Background: an optimization exercise with open tools, aiming at small area. Do not read the settings as production practice. At most, simulation tests tie the RTL to the original design; equivalence was not proved. The clock port is modelled as an ideal driver; clocking choices that lean on that would not hold on a real chip.

==> module operand_issue, before the edit <==
module operand_issue (
	input  logic                                   start,
	input  muldiv_pkg::md_op_e                     op,
	input  logic                                   signed_mode,
	input  logic [1:0]                             src1_sel,
	input  logic [1:0]                             src2_sel,
	input  muldiv_pkg::md_word_t [4-1:0]    src_regs,
	output logic                                   is_div,
	output logic                                   cin,
	output logic                                   neg,
	output muldiv_pkg::md_word_t                   opa,
	output muldiv_pkg::md_word_t                   opq
);
	localparam int W = 16;
	muldiv_pkg::md_word_t x;
	muldiv_pkg::md_word_t y;
	muldiv_pkg::md_word_t pow2;
	logic sdiv;
	logic sx;
	logic sy;
	logic use_y;
	logic inv;
	logic [W-1:0] low_nz;
	assign x = src_regs[src1_sel];
	assign y = src_regs[src2_sel];
	always_comb begin
		pow2 = '0;
		pow2[{1'b0, y[2:0]} + 4'd1] = 1'b1;
	end
	assign sdiv = signed_mode & (op == muldiv_pkg::op_div);
	assign sx = sdiv & x[W-1];
	assign sy = sdiv & y[W-1];
	assign low_nz[0] = 1'b0;
	for (genvar i = 1; i < W; i++) begin : g_nz
		assign low_nz[i] = |x[i-1:0];
	end
	assign is_div = start & op[1];
	assign cin = ~start | (op[1] & ~sy);
	assign neg = sx ^ sy;
	assign use_y = op[0] ^ op[1];
	assign inv = op[1] & ~sy;
	assign opa = {W{inv}} ^ (use_y ? y : pow2);
	assign opq = x ^ (low_nz & {W{sx}});
endmodule
==> module muldiv_unit, before the edit <==
module muldiv_unit (
	input  logic                                   clk,
	input  logic                                   rst,
	input  logic                                   start,
	input  muldiv_pkg::md_op_e                     op,
	input  logic                                   signed_mode,
	input  logic [1:0]                             src1_sel,
	input  logic [1:0]                             src2_sel,
	input  muldiv_pkg::md_word_t [4-1:0]    src_regs,
	output muldiv_pkg::md_word_t                   result,
	output logic                                   done,
	output logic                                   div_by_zero
);
	localparam int W = 16;
	localparam logic [W-1:0] CUT = 16'b0001001001000100;
	logic         valid;
	logic [W:0]   is_div_s;
	logic [W:0]   cin_s;
	logic [W:0]   neg_s;
	muldiv_pkg::md_word_t p_s   [0:W];
	muldiv_pkg::md_word_t opa_s [0:W];
	muldiv_pkg::md_word_t opq_s [0:W];
	operand_issue i_operand_issue (
		.start       (start),
		.op          (op),
		.signed_mode (signed_mode),
		.src1_sel    (src1_sel),
		.src2_sel    (src2_sel),
		.src_regs    (src_regs),
		.is_div      (is_div_s[0]),
		.cin         (cin_s[0]),
		.neg         (neg_s[0]),
		.opa         (opa_s[0]),
		.opq         (opq_s[0])
	);
	assign p_s[0] = '0;
	for (genvar j = 0; j < W; j++) begin : g_row
		logic [j:0] p_in;
		logic [j:0] p_out;
		muldiv_pkg::md_word_t p_d;
		muldiv_pkg::md_word_t opq_d;
		if (j == 0) begin : g_p0
			assign p_in = 1'b0;
		end else begin : g_p
			assign p_in = {p_s[j][j-1:0], 1'b0};
		end
		muldiv_step #(
			.ROW (j)
		) i_muldiv_step (
			.is_div  (is_div_s[j]),
			.cin     (cin_s[j]),
			.p_in    (p_in),
			.opa     (opa_s[j]),
			.opq_in  (opq_s[j]),
			.p_out   (p_out),
			.opq_out (opq_d)
		);
		always_comb begin
			p_d = '0;
			p_d[j:0] = p_out;
		end
		if (CUT[j]) begin : g_reg
			logic is_div_q;
			logic cin_q;
			logic neg_q;
			logic [j:0] p_q;
			muldiv_pkg::md_word_t opa_q;
			muldiv_pkg::md_word_t opq_q;
			always_ff @(posedge clk or posedge rst) begin
				if (rst) begin
					is_div_q <= 1'b0;
					cin_q <= 1'b1;
				end else begin
					is_div_q <= is_div_s[j];
					cin_q <= cin_s[j];
				end
			end
			always_ff @(posedge clk) begin
				neg_q <= neg_s[j];
				p_q <= p_out;
				opa_q <= opa_s[j];
				opq_q <= opq_d;
			end
			assign is_div_s[j+1] = is_div_q;
			assign cin_s[j+1] = cin_q;
			assign neg_s[j+1] = neg_q;
			always_comb begin
				p_s[j+1] = '0;
				p_s[j+1][j:0] = p_q;
			end
			assign opa_s[j+1] = opa_q;
			assign opq_s[j+1] = opq_q;
		end else begin : g_wire
			assign is_div_s[j+1] = is_div_s[j];
			assign cin_s[j+1] = cin_s[j];
			assign neg_s[j+1] = neg_s[j];
			assign p_s[j+1] = p_d;
			assign opa_s[j+1] = opa_s[j];
			assign opq_s[j+1] = opq_d;
		end
	end
	assign valid = is_div_s[W] | ~cin_s[W];
	result_collect i_result_collect (
		.clk         (clk),
		.rst         (rst),
		.valid       (valid),
		.is_div      (is_div_s[W]),
		.cin         (cin_s[W]),
		.neg         (neg_s[W]),
		.opa         (opa_s[W]),
		.prod        (p_s[W]),
		.quot        (opq_s[W]),
		.result      (result),
		.done        (done),
		.div_by_zero (div_by_zero)
	);
endmodule
Settings: LEC_CHECK=0, CAP_MARGIN=20, CORE_MARGIN=2, CORE_UTILIZATION=65, SLEW_MARGIN=20; clock period 8.0 ns.
standard.sh (not shown) runs the stock make flow with config.mk's settings and CLKGATE_MAP_FILE= SYNTH_SCRIPT=/design/flow/synth_recipe.tcl, a recipe that flattens the netlist after the stock synthesis.
==> flow/flow/run.sh <==
#!/bin/bash
# Standard ORFS layout with smaller port buffers, a clock tree of clkbuf_8
# without dummy loads (heavily loaded clock buffers upsized after CTS).
set -euo pipefail
cd "$(dirname "$0")/.."
W=$(pwd)
export BUFFER_PORTS_ARGS="-buffer_cell sky130_fd_sc_hd__buf_1"
export CTS_ARGS="-sink_clustering_enable -repair_clock_nets -buf_list sky130_fd_sc_hd__clkbuf_8 -dont_use_dummy_load"
export POST_CTS_TCL="$W/flow/post_cts.tcl"
bash standard.sh synth > synth.log 2>&1
bash standard.sh > layout.log 2>&1
==> flow/flow/post_cts.tcl <==
# Upsize clock buffers that drive many flip-flops, to keep the clock slew low.
set n_up 0
foreach inst [[ord::get_db_block] getInsts] {
  set master [[$inst getMaster] getName]
  if { $master eq "sky130_fd_sc_hd__clkbuf_8" } {
    set net [[$inst findITerm X] getNet]
    if { $net ne "NULL" } {
      set loads [expr { [llength [$net getITerms]] - 1 }]
      if { $loads > 14 } {
        replace_cell [$inst getName] sky130_fd_sc_hd__clkbuf_16
        incr n_up
      }
    }
  }
}
puts "post_cts: upsized $n_up clock buffers"
if { $n_up > 0 } {
  detailed_placement
  check_placement -verbose
  estimate_parasitics -placement
}
Change:
--- a/flow/design.v
+++ b/flow/design.v
@@ -18,4 +18,5 @@
 	input  logic [1:0]                             src2_sel,
 	input  muldiv_pkg::md_word_t [4-1:0]    src_regs,
+	output logic                                   valid,
 	output logic                                   is_div,
 	output logic                                   cin,
@@ -47,6 +48,7 @@
 		assign low_nz[i] = |x[i-1:0];
 	end
-	assign is_div = start & op[1];
-	assign cin = ~start | (op[1] & ~sy);
+	assign valid = start;
+	assign is_div = op[1];
+	assign cin = op[1] & ~sy;
 	assign neg = sx ^ sy;
 	assign use_y = op[0] ^ op[1];
@@ -191,5 +193,5 @@
 	localparam int W = 16;
 	localparam logic [W-1:0] CUT = 16'b0001001001000100;
-	logic         valid;
+	logic [W:0]   valid_s;
 	logic [W:0]   is_div_s;
 	logic [W:0]   cin_s;
@@ -205,4 +207,5 @@
 		.src2_sel    (src2_sel),
 		.src_regs    (src_regs),
+		.valid       (valid_s[0]),
 		.is_div      (is_div_s[0]),
 		.cin         (cin_s[0]),
@@ -238,4 +241,5 @@
 		end
 		if (CUT[j]) begin : g_reg
+			logic valid_q;
 			logic is_div_q;
 			logic cin_q;
@@ -246,12 +250,12 @@
 			always_ff @(posedge clk or posedge rst) begin
 				if (rst) begin
-					is_div_q <= 1'b0;
-					cin_q <= 1'b1;
+					valid_q <= 1'b0;
 				end else begin
-					is_div_q <= is_div_s[j];
-					cin_q <= cin_s[j];
+					valid_q <= valid_s[j];
 				end
 			end
 			always_ff @(posedge clk) begin
+				is_div_q <= is_div_s[j];
+				cin_q <= cin_s[j];
 				neg_q <= neg_s[j];
 				p_q <= p_out;
@@ -259,4 +263,5 @@
 				opq_q <= opq_d;
 			end
+			assign valid_s[j+1] = valid_q;
 			assign is_div_s[j+1] = is_div_q;
 			assign cin_s[j+1] = cin_q;
@@ -269,4 +274,5 @@
 			assign opq_s[j+1] = opq_q;
 		end else begin : g_wire
+			assign valid_s[j+1] = valid_s[j];
 			assign is_div_s[j+1] = is_div_s[j];
 			assign cin_s[j+1] = cin_s[j];
@@ -277,9 +283,8 @@
 		end
 	end
-	assign valid = is_div_s[W] | ~cin_s[W];
 	result_collect i_result_collect (
 		.clk         (clk),
 		.rst         (rst),
-		.valid       (valid),
+		.valid       (valid_s[W]),
 		.is_div      (is_div_s[W]),
 		.cin         (cin_s[W]),
- clock skew barely changes
- critical path depth climbs by 6
- synthesized cell count drops by 3.0%
- global-route usage shrinks by 0.69 points
- die area hardly moves
- worst setup slack improved by 23 ps
- fmax went up by 0.31%
- via count drops by 3.6%
- worst hold slack barely changes
- core utilization falls by 0.33 points
- synthesized area stays flat
Function not checked in the first run of this note: the RTL went through the layout flow alone.

==> afterwards: timing with drivers on the ports <==
Ports are ideal in the flow. The routed layouts listed here were re-timed in OpenROAD. Step 1 sets driving cells, clkbuf_16 on the clock port and buf_2 on the other inputs (assumed; they add their load-dependent delay and slew). Step 2 moves the port delays by t, midway between the first and last clock arrival at a register: inputs arrive t later, outputs are due t later. That takes back most of the time a late clock gives input paths. Slacks: ideal / step 1 / step 2; pairs: ideal / step 1.
| run | t (ns) | setup WS [ns] | latest minus earliest clock arrival (ns) |
|---|---|---|---|
| the first run | 0.412 | 0.522 / 0.522 / 0.522 | 0.020 / 0.020 |
| the second run | 0.434 | 0.546 / 0.546 / 0.546 | 0.024 / 0.024 |
After both steps setup and hold are still met in every run listed.
